This is an optimization exercise on Yosys and OpenROAD, whose aim is small area, a short achievable clock period and few clock cycles, not a production implementation.
In this exercise RTL edits were held to simulation tests only and were not proved equivalent to the original.

<file path="design/flow/config.mk">
export PLATFORM = sky130hd
export DESIGN_NAME = ast_tensor_stream_sv
export DESIGN_NICKNAME = ast_tensor_stream_sv
export VERILOG_FILES = /design/flow/design.v
export SDC_FILE = /design/flow/constraint.sdc
export NUM_CORES = 4
export LEC_CHECK = 0
export CAP_MARGIN = 20
export CORE_MARGIN = 2
export CORE_UTILIZATION = 40
export SLEW_MARGIN = 20
</file>
<file path="design/flow/constraint.sdc">
create_clock -name core_clock -period 10.0 [get_ports {clk}]
set_input_delay 2.0000 -clock core_clock [delete_from_list [all_inputs] [get_ports {clk}]]
set_output_delay 2.0000 -clock core_clock [all_outputs]
set_load 0.01 [all_outputs]
</file>
<file path="design/flow/design.v">
module ast_tensor_stream_sv #(
   parameter int DATAWIDTH = 14,
   parameter int SIZE      = 4,
   parameter int ACCWIDTH  = 2*DATAWIDTH+$clog2(SIZE)
) (
   input  logic                   clk,
   input  logic                   reset_n,
   input  logic                   cfg_valid,
   input  logic [$clog2(SIZE):0]  cfg_q,
   input  logic [$clog2(SIZE):0]  cfg_r,
   input  logic [$clog2(SIZE):0]  cfg_k,
   input  logic                   in_valid,
   output logic                   in_ready,
   input  logic                   in_set,
   input  logic [DATAWIDTH-1:0]   in_data,
   input  logic                   start,
   input  logic                   keep_b,
   input  logic                   relu,
   output logic                   out_valid,
   input  logic                   out_ready,
   output logic [DATAWIDTH-1:0]   out_data,
   output logic                   out_last,
   output logic                   busy,
   output logic                   done,
   output logic                   err
);
   localparam int unsigned CW = $clog2(SIZE) + 1;
   localparam int unsigned NW = 2 * CW;
   localparam int unsigned IW = (SIZE > 1) ? $clog2(SIZE) : 1;
   localparam int unsigned MW = (SIZE > 1) ? $clog2(SIZE*SIZE) : 1;
   localparam logic signed [ACCWIDTH-1:0] SAT_MAX = ACCWIDTH'((64'sd1 <<< (DATAWIDTH-1)) - 64'sd1);
   localparam logic signed [ACCWIDTH-1:0] SAT_MIN = ~SAT_MAX;
   typedef enum logic [1:0] {IDLE, COMPUTE, DRAIN} state_t;
   state_t state, state_n;
   logic [CW-1:0] q_r, r_r, k_r, ci, cr, oi, oj;
   logic [NW-1:0] a_cnt, b_cnt, a_need, b_need, a_ptr, b_base;
   logic          keep_r, dims_ok, start_ok, accept, mac_last, go, done_n, err_n;
   logic signed [DATAWIDTH-1:0]   a_mem [SIZE*SIZE];
   logic signed [DATAWIDTH-1:0]   b_mem [SIZE*SIZE];
   logic signed [ACCWIDTH-1:0]    acc   [SIZE][SIZE];
   logic signed [2*DATAWIDTH-1:0] prod  [SIZE];
   logic        [DATAWIDTH-1:0]   drain_val;
   logic signed [ACCWIDTH-1:0]    drain_acc, drain_sat;
   assign a_need   = NW'(q_r) * NW'(r_r);
   assign b_need   = NW'(r_r) * NW'(k_r);
   assign dims_ok  = (q_r != '0) && (r_r != '0) && (k_r != '0) &&
                     (q_r <= CW'(SIZE)) && (r_r <= CW'(SIZE)) && (k_r <= CW'(SIZE));
   assign start_ok = !cfg_valid && dims_ok && (a_cnt == a_need) && (b_cnt == b_need);
   assign in_ready = (state == IDLE) && (in_set ? (b_cnt < b_need) : (a_cnt < a_need));
   assign accept   = in_valid && in_ready && !cfg_valid;
   assign mac_last = (a_ptr == a_need - NW'(1));
   always_comb begin
      state_n = state;
      go      = 1'b0;
      done_n  = 1'b0;
      err_n   = 1'b0;
      unique case (state)
         IDLE: begin
            if (start) begin
               if (start_ok) begin
                  state_n = COMPUTE;
                  go      = 1'b1;
               end else begin
                  err_n = 1'b1;
               end
            end
         end
         COMPUTE: if (mac_last) state_n = DRAIN;
         DRAIN: begin
            if (out_valid && out_ready && out_last) begin
               state_n = IDLE;
               done_n  = 1'b1;
            end
         end
         default: state_n = IDLE;
      endcase
   end
   always_ff @(posedge clk or negedge reset_n) begin
      if (!reset_n) begin
         state <= IDLE;
         busy  <= 1'b0;
         done  <= 1'b0;
         err   <= 1'b0;
      end else begin
         state <= state_n;
         busy  <= (state_n != IDLE);
         done  <= done_n;
         err   <= err_n;
      end
   end
   always_comb begin
      for (int j = 0; j < SIZE; j++) begin
         prod[j] = a_mem[MW'(a_ptr)] * b_mem[MW'(b_base + NW'(j))];
      end
   end
   always_comb begin
      drain_acc = acc[IW'(oi)][IW'(oj)];
      drain_sat = drain_acc;
      if (drain_acc > SAT_MAX)      drain_sat = SAT_MAX;
      else if (drain_acc < SAT_MIN) drain_sat = SAT_MIN;
      drain_val = drain_sat[DATAWIDTH-1:0];
      if (relu && drain_val[DATAWIDTH-1]) drain_val = '0;
   end
   always_ff @(posedge clk) begin
      if (state == IDLE && accept) begin
         if (in_set) b_mem[MW'(b_cnt)] <= in_data;
         else        a_mem[MW'(a_cnt)] <= in_data;
      end
   end
   always_ff @(posedge clk or negedge reset_n) begin
      if (!reset_n) begin
         q_r       <= '0;
         r_r       <= '0;
         k_r       <= '0;
         a_cnt     <= '0;
         b_cnt     <= '0;
         a_ptr     <= '0;
         b_base    <= '0;
         ci        <= '0;
         cr        <= '0;
         oi        <= '0;
         oj        <= '0;
         keep_r    <= 1'b0;
         out_valid <= 1'b0;
         out_last  <= 1'b0;
         out_data  <= '0;
         for (int i = 0; i < SIZE; i++)
            for (int j = 0; j < SIZE; j++)
               acc[i][j] <= '0;
      end else begin
         unique case (state)
            IDLE: begin
               if (cfg_valid) begin
                  q_r   <= cfg_q;
                  r_r   <= cfg_r;
                  k_r   <= cfg_k;
                  a_cnt <= '0;
                  if (!keep_r) b_cnt <= '0;
               end else if (accept) begin
                  if (in_set) b_cnt <= b_cnt + NW'(1);
                  else        a_cnt <= a_cnt + NW'(1);
               end
               if (go) begin
                  keep_r <= keep_b;
                  a_ptr  <= '0;
                  b_base <= '0;
                  ci     <= '0;
                  cr     <= '0;
                  oi     <= '0;
                  oj     <= '0;
                  for (int i = 0; i < SIZE; i++)
                     for (int j = 0; j < SIZE; j++)
                        acc[i][j] <= '0;
               end
            end
            COMPUTE: begin
               for (int j = 0; j < SIZE; j++) begin
                  if (CW'(j) < k_r)
                     acc[IW'(ci)][IW'(j)] <= acc[IW'(ci)][IW'(j)] + ACCWIDTH'(prod[j]);
               end
               a_ptr <= a_ptr + NW'(1);
               if (cr == r_r - CW'(1)) begin
                  cr     <= '0;
                  b_base <= '0;
                  ci     <= ci + CW'(1);
               end else begin
                  cr     <= cr + CW'(1);
                  b_base <= b_base + NW'(k_r);
               end
            end
            DRAIN: begin
               if (!out_valid || out_ready) begin
                  if (out_valid && out_last) begin
                     out_valid <= 1'b0;
                     out_last  <= 1'b0;
                     a_cnt     <= '0;
                     if (!keep_r) b_cnt <= '0;
                  end else begin
                     out_valid <= 1'b1;
                     out_data  <= drain_val;
                     out_last  <= (oi == q_r - CW'(1)) && (oj == k_r - CW'(1));
                     if (oj == k_r - CW'(1)) begin
                        oj <= '0;
                        oi <= oi + CW'(1);
                     end else begin
                        oj <= oj + CW'(1);
                     end
                  end
               end
            end
            default: ;
         endcase
      end
   end
endmodule
</file>
<file path="design/flow/run.sh">
#!/bin/bash
# synth_recipe.tcl (not shown) runs the flow's synth.tcl, then flattens the netlist and writes it again
# the make line also repeats each setting of config.mk as NAME=value (left out here)
make -C /OpenROAD-flow-scripts/flow DESIGN_CONFIG=/design/flow/config.mk WORK_HOME=/design/flow/orfs CLKGATE_MAP_FILE= SYNTH_SCRIPT=/design/flow/synth_recipe.tcl finish
</file>
==> summary.md <==
| Metric | Value |
|---|---|
| Run status | `no timing/DRC/antenna violations` |
| Worst reg2reg path endpoint | `acc[1][28]` |
| Achievable Freq | `0.107 GHz` |
| Chip width | `469 um` |
| Clock latency at the later pin of the worst-skew pair | `0.82 ns` |
| Detailed Route WL | `312000 um` |
| Initial antenna violation count | `13` |
| Capture point of the critical path | `acc[1][28]` |
| Synth unique cells | `77` |
| Worst Path Buf+Inv | `6` |
| Max-cap violations | `0` |
| Global-route wire length before repair | `457000 um` |
| Area of the core | `215000 um2` |
| Total of buffers placed on input and output ports | `51` |
| Number of rows created at floorplan | `170` |
| Total of flip-flops plus latches after synthesis | `992` |
| Critical Path Source Type | `flop` |
| Filler cells | `20004` |
| Clock root buffer master | `clkbuf_16` |
| FF-to-FF Start | `b_base[1]` |
| Summed negative setup slack over all endpoints | `0 ns` |
| Number of DRC violations after detailed-routing iteration 0 | `8484` |
| Synth top area cells | `fa_1, dfrtp_1, edfxtp_1, mux4_2, ha_1` |
| CP startpoint | `b_base[1]` |
| Critical Path RT | `10.70 ns` |
| Cell depth of the worst flop-to-flop path | `26` |
| HP Class | `flop to flop` |
| Synthesized cell area | `86400 um2` |
| Number of flops mapped to enable cells by yosys | `448` |
| Global routing usage summed across all routing layers | `28.6%` |
| Fraction of layout cells with a size suffix above 1 | `11.6%` |
| Area of all placed cells without fillers | `94700 um2` |
| Clock tree skew after final layout | `0.0800 ns` |
| Sequential share of the synthesized area | `31.3%` |
| Share of synthesized area spent on multiplexers | `9.74%` |
| Clock edge transition at the registers on the reported setup and hold paths | `0.06 ns` |
| Yosys top cell by area | `fa_1` |
| Async set-reset flop share out of synthesis | `54.8%` |
| Cell types with the highest counts after synthesis | `nand2_1, inv_1, fa_1` |
| Synth Area per Inst | `10.7 um2` |
| Category of the most critical setup path | `flop to flop` |
| Synthesized-area fraction occupied by ao, oa, aoi and oai cells | `10.1%` |
| Ratio of final minimum period to clock period | `93.7%` |
| Die H | `469 um` |
| Post-Synth Adder-Cell Area | `28.7%` |
| Overflow left after global routing | `0` |
| Clock tree from TritonCTS | `yes` |
| Final Critical Period | `9.37 ns` |
| Slew at the pin closest to its max-slew limit | `1.28 ns` |
| Final hold violation count | `0` |
| HPWL after detailed placement | `223000 um` |
| CP Max Fanout | `41` |
| Number of remaining DRC errors | `0` |
| Yosys warning total | `3` |
| Unrepaired setup endpoints after global routing | `false` |
| Routability cong. | `1.00` |
| Delay of the slowest critical-path stage | `0.76 ns` |
| Syn-to-layout area delta | `9.61%` |
| Cell type group with the largest total delay on the critical path | `adder cells` |
| Boundary pin count | `52` |
| Slew HR | `14.3%` |
| Maximum number of pins on one net before global-route repair | `172` |
| Max-slew violations | `0` |
| Fraction of synthesized cell area in xor and xnor cells | `1.73%` |
| Cell with the most instances after synthesis | `nand2_1` |
| Most numerous cell on the critical path | `fa_1` |
| DR pass1 iterations | `10` |
| Max clock buf depth | `3` |
| Syn Nets | `9529` |
| Synth Flop Type | `dfrtp_1` |
| Detailed-route wire length per cell | `28.5 um` |
| Total CTS buffers | `110` |
| Clock tree sinks | `992` |
| Routed via count | `65411` |
| Final net count | `9457` |
| Total of cells resized after clock tree synthesis | `0` |
| Max H-tree Level | `3` |
| Number of global-route vias before repair | `66299` |
| CTS Hold Buffers Added | `0` |
| Post-CTS Setup Repair Bufs | `0` |
| Type of element capturing the critical path | `flop` |
| Levels on crit path | `26` |
| Arrival @ worst endpoint | `10.07 ns` |
| Fraction of post-synthesis cell area in the top cell type by area | `22.8%` |
| Reg2reg setup slack | `0.63 ns` |
| Drt via density | `5.96` |
| Die Footprint | `220000 um2` |
| Largest family of logic cells by synthesized area | `adder cells` |
| Residual antenna-violating net count after detailed routing | `0` |
| Library cell contributing the largest single delay on the critical path | `mux4_2` |
| Synthesized netlist cell count | `8107` |
| Initial Util | `40.3%` |
| Final setup violation count | `0` |
| Area share of and/or/nand/nor cells after synthesis | `10.9%` |
| Placed Instance Area | `90900 um2` |
-- layout make-up --
class                           instances  area (um2)  area share, %
Tap cell                             2838        3550           3.75
Timing Repair Buffer                  291        2440           2.58
Clock buffer                          143        3040           3.21
Multi-Input combinational cell       5417       53200           56.1
Clock inverter                         63         828          0.875
Sequential cell                       992       27100           28.6
Antenna cell                            6        15.0         0.0159
Inverter                             1223        4590           4.85
-- how the worst min path moves through the flow --
stage,startpoint,endpoint,slack (ns),depth (start not counted)
finish,out_data[13],out_data[13],0.49,2
global route,out_data[13],out_data[13],0.52,2
CTS,out_data[13],out_data[13],0.49,2
detailed placement,out_data[13],out_data[13],0.48,2
global placement,out_data[12],out_data[12],0.48,2
floorplan,b_cnt[5],b_cnt[5],0.46,1
-- flip-flops by register name, summed over array words and instances, names as in the netlist, 4 cells and up --
signal and cells:
a_ptr 6, a_mem 224, b_mem 224, out_data 14, b_base 4, b_cnt 6, acc 480, a_cnt 6
-- through the flow --
stage	hold WS, ns	worst slack, ns	cells	utilization, %
5_1_grt	0.522	0.258	10969	44.1
4_1_cts	0.493	0.699	10967	44.1
3_3_place_gp	0.476	0.731	10761	42.3
2_1_floorplan	0.457	0.294	8107	-
6_report	0.487	0.630	10973	44.1
3_5_place_dp	0.479	0.680	10761	42.3
-- layout by cell type, fill, tap and decap left out, types with 41 or more instances in the layout --
cell type / Yosys / routed
nand2_1: 1301 / 1301
inv_1: 1223 / 1222
fa_1: 986 / 986
dfrtp_1: 544 / 540
edfxtp_1: 448 / 448
nor2_1: 416 / 407
ha_1: 404 / 398
mux4_2: 324 / 324
a22oi_1: 225 / 225
buf_4: 1 / 225
o21ai_0: 244 / 223
and2_1: 181 / 175
o31ai_1: 135 / 135
a21oi_1: 122 / 122
clkbuf_16: 0 / 110
xnor2_1: 110 / 107
a221oi_1: 96 / 96
a21o_1: 96 / 96
mux2_2: 86 / 86
nand3_1: 79 / 79
a222oi_1: 75 / 75
xor2_1: 61 / 58
a22o_1: 51 / 51
nor2b_1: 46 / 45
clkdlybuf4s50_1: 0 / 41
-- worst min-delay path, delay by kind of cell, from the launching register on --
kind | cells | cell delay [ns]
compound gates | 1 | 0.06
flops | 1 | 0.34
simple gates | 1 | 0.06
-- cells by family after synthesis --
kind of cell	after synthesis
AND/OR/NAND/NOR	2214
buffers and inverters	1698
adder cells (fa/ha/maj)	1390
AO/OA/AOI/OAI	1217
flip-flops	992
multiplexers	425
XOR/XNOR	171
-- per-layer routing --
metal / vias to the layer above / part of all wire [%] / global-route usage [%]
li1: 27060 / - / -
met1: 33464 / 38 / 37.5
met2: 3996 / 43 / 42.1
met3: 887 / 13 / 9.30
met4: 4 / 6.3 / 14.7
met5: - / 0.0086 / 0
Testbench counts, summed over its fixed seeds: cycles 20,793.

afterwards: timing with drivers on the ports:
The flow's constraints put no driver on any port. The routed layout listed below was extracted and timed again, unchanged, in two steps.
Step 1 sets driving cells, clkbuf_16 on the clock port and buf_2 on the other inputs (assumed; they add their load-dependent delay and slew).
Step 2 adds t to the input delays and takes it off the output delays; t is the mean of the earliest and latest rising clock arrival at the registers after step 1. Input paths then give back, and output paths get back, about the clock's delay inside the block.
a / b / c = ideal / step 1 / step 2; a / b = the first two.
t (ns): 0.876
slack for setup (ns): 0.630 / 0.630 / 0.630
hold WS [ns]: 0.487 / 0.487 / 0.487
slew at the worst register clock pin (ns): 0.07 / 0.07
worst slew at a driven data input, ns: 0.12
After both steps setup and hold are still met in this run. For this run, drivers alone change the setup slack by 0.000 ns; drivers and shift together by 0.000 ns.
